What follows belongs to an exercise in optimizing a design on an open flow for small area; a production flow would make more cautious choices. Function was checked by simulation only, so behaviour that the tests miss may differ from the original. Power and IR drop assume default switching activity. The clock port is modelled as an ideal driver; clocking choices that lean on that would not hold on a real chip.

try-umber:
==> flow/design.v <==
module mas_prog_loader #(
  parameter int unsigned       DATA_W   = 16,
  parameter int unsigned       ADDR_W   = 8,
  parameter logic [3:0]        END_OP   = 4'hF,
  parameter logic [DATA_W-1:0] NOP_WORD = '0
) (
  input  logic              clk,
  input  logic              rstz,
  input  logic              pg,
  input  logic              pg_valid,
  input  logic [DATA_W-1:0] pg_instr,
  output logic              pg_ready,
  input  logic              fetch_en,
  input  logic [ADDR_W-1:0] fetch_addr,
  output logic [DATA_W-1:0] fetch_instr,
  output logic              fetch_valid,
  output logic [ADDR_W:0]   prog_len,
  output logic              prog_done,
  output logic              prog_err
);
  localparam int unsigned DEPTH = 2 ** ADDR_W;
  logic              load_q;
  logic              done_q;
  logic              err_q;
  logic              pg_q;
  logic [ADDR_W-1:0] wr_ptr_q;
  logic [ADDR_W:0]   prog_len_q;
  logic [DATA_W-1:0] fetch_instr_q;
  logic              fetch_valid_q;
  logic [DATA_W-1:0] mem_n_q [DEPTH];
  logic              accept;
  logic              is_end;
  logic              last_slot;
  logic              start;
  logic              finish;
  logic [ADDR_W:0]   wr_inc;
  logic              in_prog;
  logic [DEPTH-1:0]  wrow;
  logic [DEPTH-1:0]  rrow_n;
  logic [DATA_W-1:0] rd_data;
  assign accept    = load_q && pg && pg_valid;
  assign is_end    = (pg_instr[DATA_W-1 -: 4] == END_OP);
  assign last_slot = &wr_ptr_q;
  assign start     = pg && !load_q && (!(done_q || err_q) || !pg_q);
  assign finish    = load_q && (!pg || (pg_valid && (is_end || last_slot)));
  assign wr_inc    = {1'b0, wr_ptr_q} + (ADDR_W + 1)'(1);
  assign in_prog   = ({1'b0, fetch_addr} < prog_len_q);
  assign pg_ready    = load_q && pg;
  assign fetch_instr = fetch_instr_q;
  assign fetch_valid = fetch_valid_q;
  assign prog_len    = prog_len_q;
  assign prog_done   = done_q;
  assign prog_err    = err_q;
  logic [15:0] wlo, whi, rlo, rhi;
  always_comb begin
    for (int j = 0; j < 16; j++) begin
      wlo[j] = (wr_ptr_q[3:0] == 4'(j));
      whi[j] = accept && (wr_ptr_q[7:4] == 4'(j));
      rlo[j] = (fetch_addr[3:0] == 4'(j));
      rhi[j] = (fetch_addr[7:4] == 4'(j));
    end
  end
  for (genvar i = 0; i < DEPTH; i++) begin : g_dec
    mpl_and2  u_wrow (.a(whi[i / 16]), .b(wlo[i % 16]), .y(wrow[i]));
    mpl_nand2 u_rrow (.a(rhi[i / 16]), .b(rlo[i % 16]), .y(rrow_n[i]));
  end
  for (genvar b = 0; b < DATA_W; b++) begin : g_col
    logic [DEPTH-1:0] col_n;
    for (genvar i = 0; i < DEPTH; i++) begin : g_bit
      assign col_n[i] = mem_n_q[i][b];
    end
    mpl_rd_col u_col (.en(in_prog), .sel_n(rrow_n), .d_n(col_n), .y(rd_data[b]));
  end
  for (genvar i = 0; i < DEPTH; i++) begin : g_row
    always_ff @(posedge clk) begin
      if (wrow[i]) begin
        mem_n_q[i] <= ~pg_instr;
      end
    end
  end
  always_ff @(posedge clk) begin
    if (!load_q) begin
      wr_ptr_q <= '0;
    end else if (accept) begin
      wr_ptr_q <= wr_inc[ADDR_W-1:0];
    end
  end
  always_ff @(posedge clk or negedge rstz) begin
    if (!rstz) begin
      load_q     <= 1'b0;
      done_q     <= 1'b0;
      err_q      <= 1'b0;
      pg_q       <= 1'b0;
      prog_len_q <= '0;
    end else begin
      pg_q <= pg;
      if (start) begin
        load_q <= 1'b1;
        done_q <= 1'b0;
        err_q  <= 1'b0;
      end else if (finish) begin
        load_q     <= 1'b0;
        done_q     <= pg && is_end;
        err_q      <= !pg || !is_end;
        prog_len_q <= pg ? wr_inc : {1'b0, wr_ptr_q};
      end
    end
  end
  always_ff @(posedge clk or negedge rstz) begin
    if (!rstz) begin
      fetch_instr_q <= NOP_WORD;
      fetch_valid_q <= 1'b0;
    end else begin
      fetch_valid_q <= done_q && !pg && fetch_en;
      fetch_instr_q <= rd_data;
    end
  end
endmodule
module mpl_rd_col (
  input  logic         en,
  input  logic [255:0] sel_n,
  input  logic [255:0] d_n,
  output logic         y
);
  logic [127:0] l1;   
  logic [31:0]  l2;   
  logic [7:0]   l3;   
  logic [1:0]   l4;   
  for (genvar k = 0; k < 128; k++) begin : g_l1
    mpl_oai22 u (.a0(sel_n[2*k]), .b0(d_n[2*k]), .a1(sel_n[2*k+1]),
                 .b1(d_n[2*k+1]), .y(l1[k]));
  end
  for (genvar k = 0; k < 32; k++) begin : g_l2
    assign l2[k] = ~|l1[4*k +: 4];
  end
  for (genvar k = 0; k < 8; k++) begin : g_l3
    assign l3[k] = ~&l2[4*k +: 4];
  end
  for (genvar k = 0; k < 2; k++) begin : g_l4
    assign l4[k] = ~|l3[4*k +: 4];
  end
  assign y = en & ~&l4;
endmodule
module mpl_oai22 (
  input  logic a0, b0, a1, b1,
  output logic y
);
  assign y = ~((a0 | b0) & (a1 | b1));
endmodule
module mpl_and2 (
  input  logic a, b,
  output logic y
);
  assign y = a & b;
endmodule
module mpl_nand2 (
  input  logic a, b,
  output logic y
);
  assign y = ~(a & b);
endmodule
clock: 7.0 ns
lec_check: 0
cap_margin: 20
core_margin: 2
core_utilization: 70
cts_buf_list: sky130_fd_sc_hd__clkbuf_16
cts_cluster_diameter: 60
cts_cluster_size: 24
gpl_timing_driven: 0
place_density: 0.8
slew_margin: 20
synth_hierarchical: 1
standard.sh (not shown) runs the stock make flow with config.mk's settings and CLKGATE_MAP_FILE= SYNTH_SCRIPT=/design/flow/synth_recipe.tcl, a recipe that flattens the netlist after the stock synthesis.
==> flow/flow/run.sh <==
#!/bin/bash
# Standard layout, with clock tree synthesis told not to add dummy loads.
set -e
export CTS_ARGS="-sink_clustering_enable -repair_clock_nets -dont_use_dummy_load -buf_list sky130_fd_sc_hd__clkbuf_16 -sink_clustering_size 24 -sink_clustering_max_diameter 60"
bash standard.sh > standard.log 2>&1
## Diff of input files: try-quartz against try-umber
Settings: CTS_CLUSTER_DIAMETER now 80, was 60; SLEW_MARGIN now 12, was 20; CTS_CLUSTER_SIZE now 30, was 24; CAP_MARGIN now 18, was 20.
==> flow/flow/run.sh <==
#!/bin/bash
# Standard layout, with clock tree synthesis told not to add dummy loads.
set -e
export CTS_ARGS="-sink_clustering_enable -repair_clock_nets -dont_use_dummy_load -buf_list sky130_fd_sc_hd__clkbuf_16 -sink_clustering_size 30 -sink_clustering_max_diameter 80"
bash standard.sh > standard.log 2>&1
Findings:
Going from try-umber to try-quartz, number of antenna violations at the first check in global routing went down; number of cells traversed by the worst register-to-register path held steady; area share of xor/xnor cells in the synthesized design ~0 delta; area of the core stayed essentially flat. Post-synthesis compound-gate area fraction came out exactly the same in try-umber and try-quartz. Wire length per cell after detailed routing: try-quartz vs try-umber down 1.3%.
Input changes introduced in try-ember (baseline for comparison: try-quartz):
Settings: CAP_MARGIN changed from 18 to 5; SLEW_MARGIN changed from 12 to 5.
--- outcome ---
- try-ember completed end to end; final checks failed (max-capacitance violations, max-slew violations).
- As far as total power divided by cell area is concerned, try-quartz and try-ember perform about the same.
- Diff try-quartz -> try-ember | signed area change from the synthesized netlist to the final layout | decrease of 0.21 points
- Data arrival time of the worst path across try-ember and try-quartz: no real change.
- The number of nets in the layout of try-quartz and that of try-ember are within noise of each other.
- More vias were needed by try-quartz than by try-ember.
- try-ember has stage delay of the slowest cell on the critical path above what try-quartz had.
- Going from try-quartz to try-ember, final critical delay including setup and external delays grows by 0.039 ns.
- try-ember vs try-quartz, end point of the critical path: fetch_instr_q[4] vs fetch_instr_q[10]
- try-ember ended with less post-detailed-routing wire length than try-quartz.
[inputs] try-maple vs try-ember
Settings: swapping 5 for 20 in CAP_MARGIN; swapping 5 for 20 in SLEW_MARGIN.
==> flow/run.sh (new file) <==
#!/bin/bash
# synth_recipe.tcl (not shown) runs the flow's synth.tcl, then flattens the netlist and writes it again
# the make line also repeats each setting of config.mk as NAME=value (left out here)
make -C /OpenROAD-flow-scripts/flow DESIGN_CONFIG=/design/flow/config.mk WORK_HOME=/design/flow/orfs CLKGATE_MAP_FILE= SYNTH_SCRIPT=/design/flow/synth_recipe.tcl finish
removed: flow/flow/run.sh
removed: flow/standard.sh
[summary]
No crash in try-ember: every stage finished, but the layout fails its final checks due to max-capacitance violations, max-slew violations. try-maple reached the final stage; the timing, DRC and antenna checks on its layout passed. Clock buffer count in the final layout: try-maple and try-ember compared, lower one is try-ember. Per the comparison of try-maple with try-ember, total power moved up, final critical-path required period moved down, portion of total power attributed to the clock network moved up. Per the comparison of try-maple with try-ember, highest achievable clock rate increased by about 1.1% relative to the old numbers, number of violations of the max-capacitance limit decreased by 4 relative to the old numbers. Compared with try-ember, in try-maple final worst-path cycle share fell 1.0 points; area growth from synthesis to final layout increased 0.79 points. NOTE power spent charging and discharging nets try-ember->try-maple increased by a few percent. Number of cells in the finished layout apart from fillers: higher on try-maple.

==> re-timing with driven ports <==
In the flow no input, the clock included, has a driving cell. The finished layouts below were timed again as built, in two steps.
Step 1 (the two cells are an assumption about what drives the block):
set clk [get_ports {clk}]
set_driving_cell -lib_cell sky130_fd_sc_hd__clkbuf_16 $clk
set_driving_cell -lib_cell sky130_fd_sc_hd__buf_2 [delete_from_list [all_inputs] $clk]
Step 2, shift: input delay + t, output delay - t, t = (earliest + latest rising clock arrival at the registers) / 2. This alone moves slack from input paths to output paths.
Three values: ideal, step 1, step 2; two values: the first two.
run	shift t [ns]	slack for setup (ns)	worst setup path after step 2	latest minus earliest clock arrival (ns)	worst data-port slew with drivers (ns)
try-umber	0.948	0.641 / 0.548 / -0.400	input to register	0.101 / 0.102	0.20
try-quartz	0.937	0.560 / 0.451 / -0.486	input to register	0.095 / 0.094	0.21
try-ember	0.939	0.521 / 0.450 / -0.488	input to register	0.099 / 0.099	0.20
try-maple	0.971	0.594 / 0.544 / -0.427	input to register	0.064 / 0.064	0.19
For try-quartz, which loses most, drivers alone change the setup slack by -0.109 ns; drivers and shift together by -1.046 ns.
